What follows belongs to an exercise in optimizing a design on an open flow for small area, a short achievable clock period and few clock cycles per item; a production flow would make more cautious choices. Where RTL was checked, it was by simulation tests only, not by an equivalence proof against the original. Power figures rest on the tool's default switching activity, not on a simulated workload.

## limb_mul_sequencer
module limb_mul_sequencer #(
  parameter int W       = 32,
  parameter int LIMBS   = 4,
  parameter int MUL_LAT = 2
) (
  input  logic                   clk,
  input  logic                   rst,
  input  logic                   start,
  input  logic [W*LIMBS-1:0]     a,
  input  logic [W*LIMBS-1:0]     b,
  output logic                   busy,
  output logic [2*W*LIMBS-1:0]   product,
  output logic                   done,
  output logic                   mul_start,
  output logic [W-1:0]           mul_a,
  output logic [W-1:0]           mul_b,
  input  logic [2*W-1:0]         mul_product
);
  localparam int N  = W * LIMBS;    
  localparam int AW = 2 * W + 3;    
  localparam int LW = 2 * N - 2 * W;  
  localparam int PS = MUL_LAT + 1;  
  logic [N-1:0]    a_q, b_q;
  logic            act_q;           
  logic [3:0]      t_q;             
  logic            busy_q;
  logic            accept;
  logic            ms_q;
  logic [W-1:0]    ma_q, mb_q;
  logic            v_q  [PS+1];
  logic            k_q  [PS+1];
  logic            s_q  [PS+1];
  logic            l_q  [PS+1];
  logic [2*W-1:0]  p_q;             
  logic [AW-1:0]   w_q;             
  logic [LW-1:0]   lo_q;            
  logic            done_q;
  logic [1:0]      isel, jsel;
  logic            new_col;
  logic [AW-1:0]   base;
  assign accept = start & ~busy_q & ~done_q;
  always_comb begin
    isel = 2'd0; jsel = 2'd0; new_col = 1'b0;
    case (t_q)
      4'd0:  begin isel = 2'd0; jsel = 2'd0; end
      4'd1:  begin isel = 2'd0; jsel = 2'd1; new_col = 1'b1; end
      4'd2:  begin isel = 2'd1; jsel = 2'd0; end
      4'd3:  begin isel = 2'd0; jsel = 2'd2; new_col = 1'b1; end
      4'd4:  begin isel = 2'd1; jsel = 2'd1; end
  ...
Size in the first run: ~1600 cells after synthesis, roughly 670 flip-flops, ~0.025 sq mm of cells after synthesis.
clock: 8.0 ns
lec_check: 0
cap_margin: 20
core_margin: 2
core_utilization: 50
setup_slack_margin: 4.5
slew_margin: 20
standard.sh (not shown) runs the stock make flow with config.mk's settings and CLKGATE_MAP_FILE= SYNTH_SCRIPT=/design/flow/synth_recipe.tcl, a recipe that flattens the netlist after the stock synthesis.
==> flow/flow/run.sh <==
#!/bin/bash
export BUFFER_PORTS_ARGS="-buffer_cell sky130_fd_sc_hd__buf_1"
bash standard.sh > standard.log 2>&1
Change:
--- a/flow/config.mk
+++ b/flow/config.mk
@@ -9,4 +9,4 @@
 export CORE_MARGIN = 2
-export CORE_UTILIZATION = 50
-export SETUP_SLACK_MARGIN = 4.5
+export CORE_UTILIZATION = 65
+export SETUP_SLACK_MARGIN = 5
 export SLEW_MARGIN = 20
Register-to-register slack improved by 0.15 ns.
Flip-flop and latch count does not change.
First-iteration DRC count climbs by 73%.
Via count increases by 8.9%.
Clock power goes down by about 2%.
Final area goes up by 3.9%.
No run of this note included a check of the RTL's function; only the layout flow was run.

limb_mul_sequencer, a different RTL version from the one above (not shown whole).
Size in the first run: roughly 670 flip-flops, roughly 650 I/O pins, about 25000 µm² of cells after synthesis.
clock: 8.0 ns
lec_check: 0
cap_margin: 20
core_margin: 2
core_utilization: 70
cts_cluster_diameter: 100
cts_cluster_size: 25
setup_slack_margin: 5
slew_margin: 20
==> flow/flow/run.sh <==
#!/bin/bash
export BUFFER_PORTS_ARGS="-buffer_cell sky130_fd_sc_hd__buf_1"
export CTS_ARGS="-sink_clustering_enable -repair_clock_nets -sink_clustering_size 25 -sink_clustering_max_diameter 100 -dont_use_dummy_load"
bash standard.sh > standard.log 2>&1
Testbench counts at the start, summed over its fixed seeds: cycles 25,648, items 1,600.
Then changed:
- CORE_UTILIZATION: 70 -> 50
Wire length fell by about 5.5%.
Worst hold slack loses 0.0070 ns.
Core utilization shrinks by 23 points.
Total power shrinks by 1.3%.
Sequential share of layout area shrinks by 0.14 points.
Then changed:
==> flow/flow/run.sh (replaced) <==
#!/bin/bash
export BUFFER_PORTS_ARGS="-buffer_cell sky130_fd_sc_hd__buf_1"
bash standard.sh > standard.log 2>&1
- CTS_CLUSTER_DIAMETER: 100 -> default
- CTS_CLUSTER_SIZE: 25 -> default
Effect:
- non-clock buffer count fell by 2
- power came out higher by 16%
- routed wire length climbs by 1.9%
- global-route usage came out higher by 0.64 points
- final area rises by about 5.6%
Then changed:
- CTS_CLUSTER_DIAMETER: default -> 100
- CTS_CLUSTER_SIZE: default -> 25
=> Final area is lower by 4.8%. First-iteration DRC count increases by 6.2%. Power decreases by 13%. Utilization is lower by 3.0 points. Worst setup slack improves by 0.067 ns. Clock-buffer cell count came out lower by 49.
Then changed:
==> flow/flow/run.sh (replaced) <==
#!/bin/bash
export BUFFER_PORTS_ARGS="-buffer_cell sky130_fd_sc_hd__buf_1"
sed 's/SETUP_SLACK_MARGIN=[0-9.]*/SETUP_SLACK_MARGIN=5.4/' standard.sh > standard_m.sh
bash standard_m.sh > standard.log 2>&1
- CTS_CLUSTER_DIAMETER: 100 -> default
- CTS_CLUSTER_SIZE: 25 -> default
Outcome: Utilization increases by 11 points. Setup slack improved by 0.017 ns. Combinational power is higher by about 35%. Clock-buffer cell count goes up by 42. Wire length rose by about 6%. Via count rose by about 5%. Flip-flop and latch count is unchanged. Clock skew fell by 0.0049 ns.
Then changed:
==> flow/flow/run.sh (replaced) <==
#!/bin/bash
export BUFFER_PORTS_ARGS="-buffer_cell sky130_fd_sc_hd__buf_1"
bash standard.sh > standard.log 2>&1
- CORE_UTILIZATION: 50 -> 60
- CTS_CLUSTER_DIAMETER: default -> 80
- CTS_CLUSTER_SIZE: default -> 25
=>
- fmax hardly moves
- cell area shrinks by about a fifth
- worst setup slack gets worse by 0.0044 ns
- final cell count shrinks by roughly a tenth
- hold slack gets better by 0.0060 ns
- clock skew shrinks by 0.0038 ns
- combinational power shrinks by a quarter to a third

== maple ==
The RTL this note starts from:
==> flow/design.v <==
module limb_mul_sequencer #(
  parameter int W       = 32,
  parameter int LIMBS   = 4,
  parameter int MUL_LAT = 2
) (
  input  logic                   clk,
  input  logic                   rst,
  input  logic                   start,
  input  logic [W*LIMBS-1:0]     a,
  input  logic [W*LIMBS-1:0]     b,
  output logic                   busy,
  output logic [2*W*LIMBS-1:0]   product,
  output logic                   done,
  output logic                   mul_start,
  output logic [W-1:0]           mul_a,
  output logic [W-1:0]           mul_b,
  input  logic [2*W-1:0]         mul_product
);
  localparam int N  = W * LIMBS;      
  localparam int AW = 2 * W + 3;      
  localparam int LW = 2 * N - 2 * W;  
  localparam int PS = MUL_LAT + 1;    
  logic [N-1:0]    a_q, b_q;
  logic            act_q;
  logic [3:0]      t_q;
  logic [1:0]      isel_q, jsel_q;
  logic            busy_q;
  logic            accept;
  logic            ms_q;
  logic [W-1:0]    ma_q, mb_q;
  logic            v_q  [PS+1];
  logic            f_q  [PS+1];
  logic            s_q  [PS+1];
  logic            l_q  [PS+1];
  logic [2*W-1:0]  p_q;               
  logic [AW-1:0]   w_q;               
  logic [LW-1:0]   lo_q;              
  logic            done_q;
  logic [3:0]      t_nx;
  logic [1:0]      i_nx, j_nx;
  logic            newcol;
  logic [AW-1:0]   sum, cur;
  assign accept = start & ~busy_q & ~done_q;
  assign t_nx = t_q + 4'd1;
  always_comb begin
    i_nx = 2'd0; j_nx = 2'd0;
    case (t_nx)
      4'd0:  begin i_nx = 2'd0; j_nx = 2'd0; end
      4'd1:  begin i_nx = 2'd0; j_nx = 2'd1; end
      4'd2:  begin i_nx = 2'd1; j_nx = 2'd0; end
      4'd3:  begin i_nx = 2'd0; j_nx = 2'd2; end
      4'd4:  begin i_nx = 2'd1; j_nx = 2'd1; end
      4'd5:  begin i_nx = 2'd2; j_nx = 2'd0; end
      4'd6:  begin i_nx = 2'd0; j_nx = 2'd3; end
      4'd7:  begin i_nx = 2'd1; j_nx = 2'd2; end
      4'd8:  begin i_nx = 2'd2; j_nx = 2'd1; end
      4'd9:  begin i_nx = 2'd3; j_nx = 2'd0; end
      4'd10: begin i_nx = 2'd1; j_nx = 2'd3; end
      4'd11: begin i_nx = 2'd2; j_nx = 2'd2; end
      4'd12: begin i_nx = 2'd3; j_nx = 2'd1; end
      4'd13: begin i_nx = 2'd2; j_nx = 2'd3; end
      4'd14: begin i_nx = 2'd3; j_nx = 2'd2; end
      default: begin i_nx = 2'd3; j_nx = 2'd3; end
    endcase
  end
  always_comb begin
    case (t_q)
      4'd1, 4'd3, 4'd6, 4'd10, 4'd13, 4'd15: newcol = 1'b1;
      default:                               newcol = 1'b0;
    endcase
  end
  always_ff @(posedge clk) begin
    if (rst) begin
      act_q  <= 1'b0;
      busy_q <= 1'b0;
    end else if (accept) begin
      act_q  <= 1'b1;
      busy_q <= 1'b1;
    end else begin
      if (t_q == 4'd15) act_q <= 1'b0;
      busy_q <= act_q & (t_q != 4'd14) & (t_q != 4'd15);
    end
  end
  always_ff @(posedge clk) begin
    if (accept) begin
      t_q    <= '0;
      isel_q <= '0;
      jsel_q <= '0;
    end else begin
      t_q    <= t_nx;
      isel_q <= i_nx;
      jsel_q <= j_nx;
    end
  end
  always_ff @(posedge clk) begin
    if (!busy_q) begin
      a_q <= a;
      b_q <= b;
    end
  end
  always_ff @(posedge clk) begin
    ma_q <= a_q[isel_q*W +: W];
    mb_q <= b_q[jsel_q*W +: W];
  end
  always_ff @(posedge clk) begin
    if (rst) begin
      ms_q <= 1'b0;
      for (int k = 0; k <= PS; k++) v_q[k] <= 1'b0;
    end else begin
      ms_q   <= act_q;
      v_q[0] <= act_q;
      for (int k = 1; k <= PS; k++) v_q[k] <= v_q[k-1];
    end
  end
  always_ff @(posedge clk) begin
    f_q[0] <= (t_q == 4'd0);
    s_q[0] <= newcol;
    l_q[0] <= (t_q == 4'd15);
    for (int k = 1; k <= PS; k++) begin
      f_q[k] <= f_q[k-1];
      s_q[k] <= s_q[k-1];
      l_q[k] <= l_q[k-1];
    end
  end
  always_ff @(posedge clk) p_q <= mul_product;
  localparam int LV = $clog2(AW);
  logic [AW-1:0] pp [LV+1];
  logic [AW-1:0] gg [LV+1];
  logic [AW-1:0] xa, xb;
  assign xa = w_q;
  assign xb = AW'(p_q);
  assign pp[0] = xa ^ xb;
  assign gg[0] = xa & xb;
  for (genvar lv = 0; lv < LV; lv++) begin : g_lv
    for (genvar bi = 0; bi < AW; bi++) begin : g_bit
      if (((bi >> lv) & 1) == 1) begin : g_op
        assign gg[lv+1][bi] = gg[lv][bi] | (pp[lv][bi] & gg[lv][((bi >> lv) << lv) - 1]);
        assign pp[lv+1][bi] = pp[lv][bi] & pp[lv][((bi >> lv) << lv) - 1];
      end else begin : g_pass
        assign gg[lv+1][bi] = gg[lv][bi];
        assign pp[lv+1][bi] = pp[lv][bi];
      end
    end
  end
  assign sum = pp[0] ^ {gg[LV][AW-2:0], 1'b0};
  assign cur = f_q[PS] ? AW'(p_q) : sum;
  logic sh_q, kp_q;
  always_ff @(posedge clk) begin
    sh_q <= s_q[PS-2] & ~f_q[PS-1];
    kp_q <= ~s_q[PS-2];
  end
  logic [AW-1:0] w_nx;
  always_comb begin
    for (int k = 0; k < AW; k++) begin
      if (k + W < AW)
        w_nx[k] = (sh_q & sum[k+W]) | (kp_q & sum[k]) | (f_q[PS] & ((k + W < 2*W) ? p_q[(k+W) % (2*W)] : 1'b0));
      else
        w_nx[k] = kp_q & sum[k];
    end
  end
  always_ff @(posedge clk) begin
    w_q <= w_nx;
    if (v_q[PS-1] && s_q[PS-1]) lo_q <= {cur[W-1:0], lo_q[LW-1:W]};
  end
  always_ff @(posedge clk) begin
    if (rst) done_q <= 1'b0;
    else     done_q <= v_q[PS] & l_q[PS];
  end
  assign busy      = busy_q;
  assign done      = done_q;
  assign product   = {w_q[2*W-1:0], lo_q};
  assign mul_start = ms_q;
  assign mul_a     = ma_q;
  assign mul_b     = mb_q;
endmodule
Settings: LEC_CHECK=0, CAP_MARGIN=20, CORE_MARGIN=2, CORE_UTILIZATION=45, CTS_CLUSTER_DIAMETER=100, CTS_CLUSTER_SIZE=25, SETUP_SLACK_MARGIN=5, SLEW_MARGIN=20; clock period 8.0 ns.
==> flow/flow/run.sh <==
#!/bin/bash
export BUFFER_PORTS_ARGS="-buffer_cell sky130_fd_sc_hd__buf_1"
export CTS_ARGS="-sink_clustering_enable -repair_clock_nets -sink_clustering_size 25 -sink_clustering_max_diameter 100 -dont_use_dummy_load"
bash standard.sh > standard.log 2>&1
Testbench counts of maple, summed over its fixed seeds: cycles 25,648, items 1,600.
### maple -> lagoon
- ABC_AREA now 1, previously not set
- CORE_UTILIZATION now 50, was 45
==> flow/flow/run.sh <==
#!/bin/bash
export BUFFER_PORTS_ARGS="-buffer_cell sky130_fd_sc_hd__buf_2"
export CTS_ARGS="-sink_clustering_enable -repair_clock_nets -sink_clustering_size 25 -sink_clustering_max_diameter 100 -dont_use_dummy_load"
bash standard.sh > standard.log 2>&1
Results
For maple, the combinational family with the most area after synthesis was multiplexers, unlike lagoon, where it was simple AND/OR/NAND/NOR gates. maple vs lagoon, source of the critical timing path: w_q[0] vs lo_q[110]. Summary of lagoon over maple: final non-filler cell total saw an increase; average cell area after synthesis saw a decrease; final clock period utilization by the worst path saw a decrease; number of placed cells counting well taps saw an increase. For maple, the library cell contributing the largest single delay on the critical path was dfxtp_2, unlike lagoon, where it was edfxtp_1. lagoon vs. maple: total routing resource utilization after global routing now sits higher; worst setup slack now sits higher.

old:
Starts from the design.v that is shown in full above.
clock: 8.0 ns
lec_check: 0
abc_area: 1
cap_margin: 20
core_margin: 2
core_utilization: 50
cts_cluster_diameter: 100
cts_cluster_size: 25
setup_slack_margin: 5
slew_margin: 20
==> flow/flow/run.sh <==
#!/bin/bash
export BUFFER_PORTS_ARGS="-buffer_cell sky130_fd_sc_hd__buf_1"
export CTS_ARGS="-sink_clustering_enable -repair_clock_nets -sink_clustering_size 25 -sink_clustering_max_diameter 100 -dont_use_dummy_load -sink_clustering_levels 1"
bash standard.sh > standard.log 2>&1
Testbench counts of old, summed over its fixed seeds: cycles 25,648, items 1,600.
What new does differently from old at the input level:
- CORE_UTILIZATION changed from 50 to 40
==> flow/flow/run.sh <==
#!/bin/bash
export BUFFER_PORTS_ARGS="-buffer_cell sky130_fd_sc_hd__buf_1"
export CTS_ARGS="-sink_clustering_enable -repair_clock_nets -sink_clustering_size 25 -sink_clustering_max_diameter 100 -dont_use_dummy_load"
bash standard.sh > standard.log 2>&1
--- outcome ---
- Looking at the reports, new completed the entire flow and the layout it produced met the timing, design-rule and antenna checks.
- new ends up with a clock skew that is 0.0038 ns lower than in old.
- Of new and old, it is new that has the lower share of the final layout cell area in multi-input gates.
- Slew at the pin closest to its max-slew limit for new: 0.073 ns down relative to old
- The run showing the greater sequential share of power is old.
- Note that the die outline area recorded for new amounts to 1.2 times the value seen in old.
- Global-route usage came out lower on new than on old.
- new vs. old: count of H-tree levels built during CTS now sits higher; power now sits higher; number of standard cells in the final layout excluding fillers now sits higher; worst reg2reg path depth now sits higher.

Starts from the design.v that is shown in full above.
clock: 8.0 ns
lec_check: 0
abc_area: 1
cap_margin: 20
core_margin: 2
core_utilization: 58
cts_cluster_diameter: 100
cts_cluster_size: 25
setup_slack_margin: 5
slew_margin: 20
==> flow/flow/run.sh <==
#!/bin/bash
export BUFFER_PORTS_ARGS="-buffer_cell sky130_fd_sc_hd__buf_1"
export CTS_ARGS="-sink_clustering_enable -repair_clock_nets -sink_clustering_size 25 -sink_clustering_max_diameter 100 -dont_use_dummy_load"
bash standard.sh > standard.log 2>&1
The baseline produced a clean layout.
Testbench counts at the start, summed over its fixed seeds: cycles 25,648, items 1,600.
Next try:
CORE_UTILIZATION = 50   (was 58)
Outcome: The new run finished with timing, DRC and antenna clean. Final cell count grows by 2.5%. Worst setup slack is worse by 0.015 ns. Via count shrinks by 0.67%. Synthesized area stays the same. Non-clock buffer count falls by 4. Design area hardly moves. Routed wire length went up by 5.7%.
Next try:
==> flow/flow/run.sh (replaced) <==
#!/bin/bash
export BUFFER_PORTS_ARGS="-buffer_cell sky130_fd_sc_hd__buf_1"
export CTS_ARGS="-sink_clustering_enable -repair_clock_nets -sink_clustering_size 25 -sink_clustering_max_diameter 100 -dont_use_dummy_load"
sed 's/SETUP_SLACK_MARGIN=[0-9.]*/SETUP_SLACK_MARGIN=5.25/' standard.sh > standard_m.sh
bash standard_m.sh > standard.log 2>&1
=> Cell count came out higher by 1.9%. Area after synthesis is unchanged. Design area grows by 5.1%. Wire length goes up by 0.90%. Setup slack improved by 0.048 ns. Utilization climbs by 3.0 points.

## static timing again, ports no longer ideal
The flow's constraints put no driver on any port. The routed layouts listed below were extracted and timed again, unchanged, in two steps. Step 1 assumes that a clkbuf_16 drives the clock port and a buf_2 every other input. Step 2 moves the port delays by t, midway between the first and last clock arrival at a register: inputs arrive t later, outputs are due t later. That takes back most of the time a late clock gives input paths. Slacks: ideal / step 1 / step 2; pairs: ideal / step 1.
run | t (ns) | setup WS [ns] | worst data-port slew with drivers (ns)
the first run of note 1 | 0.652 | 4.575 / 4.575 / 4.355 | 0.14
the second run of note 1 | 0.644 | 4.724 / 4.724 / 4.590 | 0.12
the first run of note 2 | 0.661 | 4.911 / 4.911 / 4.911 | 0.12
the second run of note 2 | 0.662 | 4.983 / 4.977 / 4.983 | 0.15
the third run of note 2 | 0.651 | 4.935 / 4.935 / 4.935 | 0.14
the fourth run of note 2 | 0.683 | 5.002 / 4.977 / 5.002 | 0.15
the fifth run of note 2 | 0.650 | 5.019 / 5.019 / 5.019 | 0.13
the sixth run of note 2 | 0.629 | 5.014 / 5.014 / 5.014 | 0.14
maple | 0.598 | 4.893 / 4.893 / 4.893 | 0.12
lagoon | 0.647 | 5.103 / 5.042 / 4.960 | 0.11
old | 0.661 | 5.051 / 4.992 / 4.984 | 0.12
new | 0.613 | 5.048 / 4.988 / 4.982 | 0.14
the first run of note 5 | 0.665 | 5.066 / 5.005 / 4.884 | 0.17
the second run of note 5 | 0.661 | 5.051 / 4.992 / 4.984 | 0.12
the third run of note 5 | 0.665 | 5.099 / 5.040 / 4.964 | 0.11
After both steps every run listed still meets setup and hold. The setup slack of the first run of note 1, which loses most, moves by 0.000 ns with the drivers and by -0.220 ns with both steps.
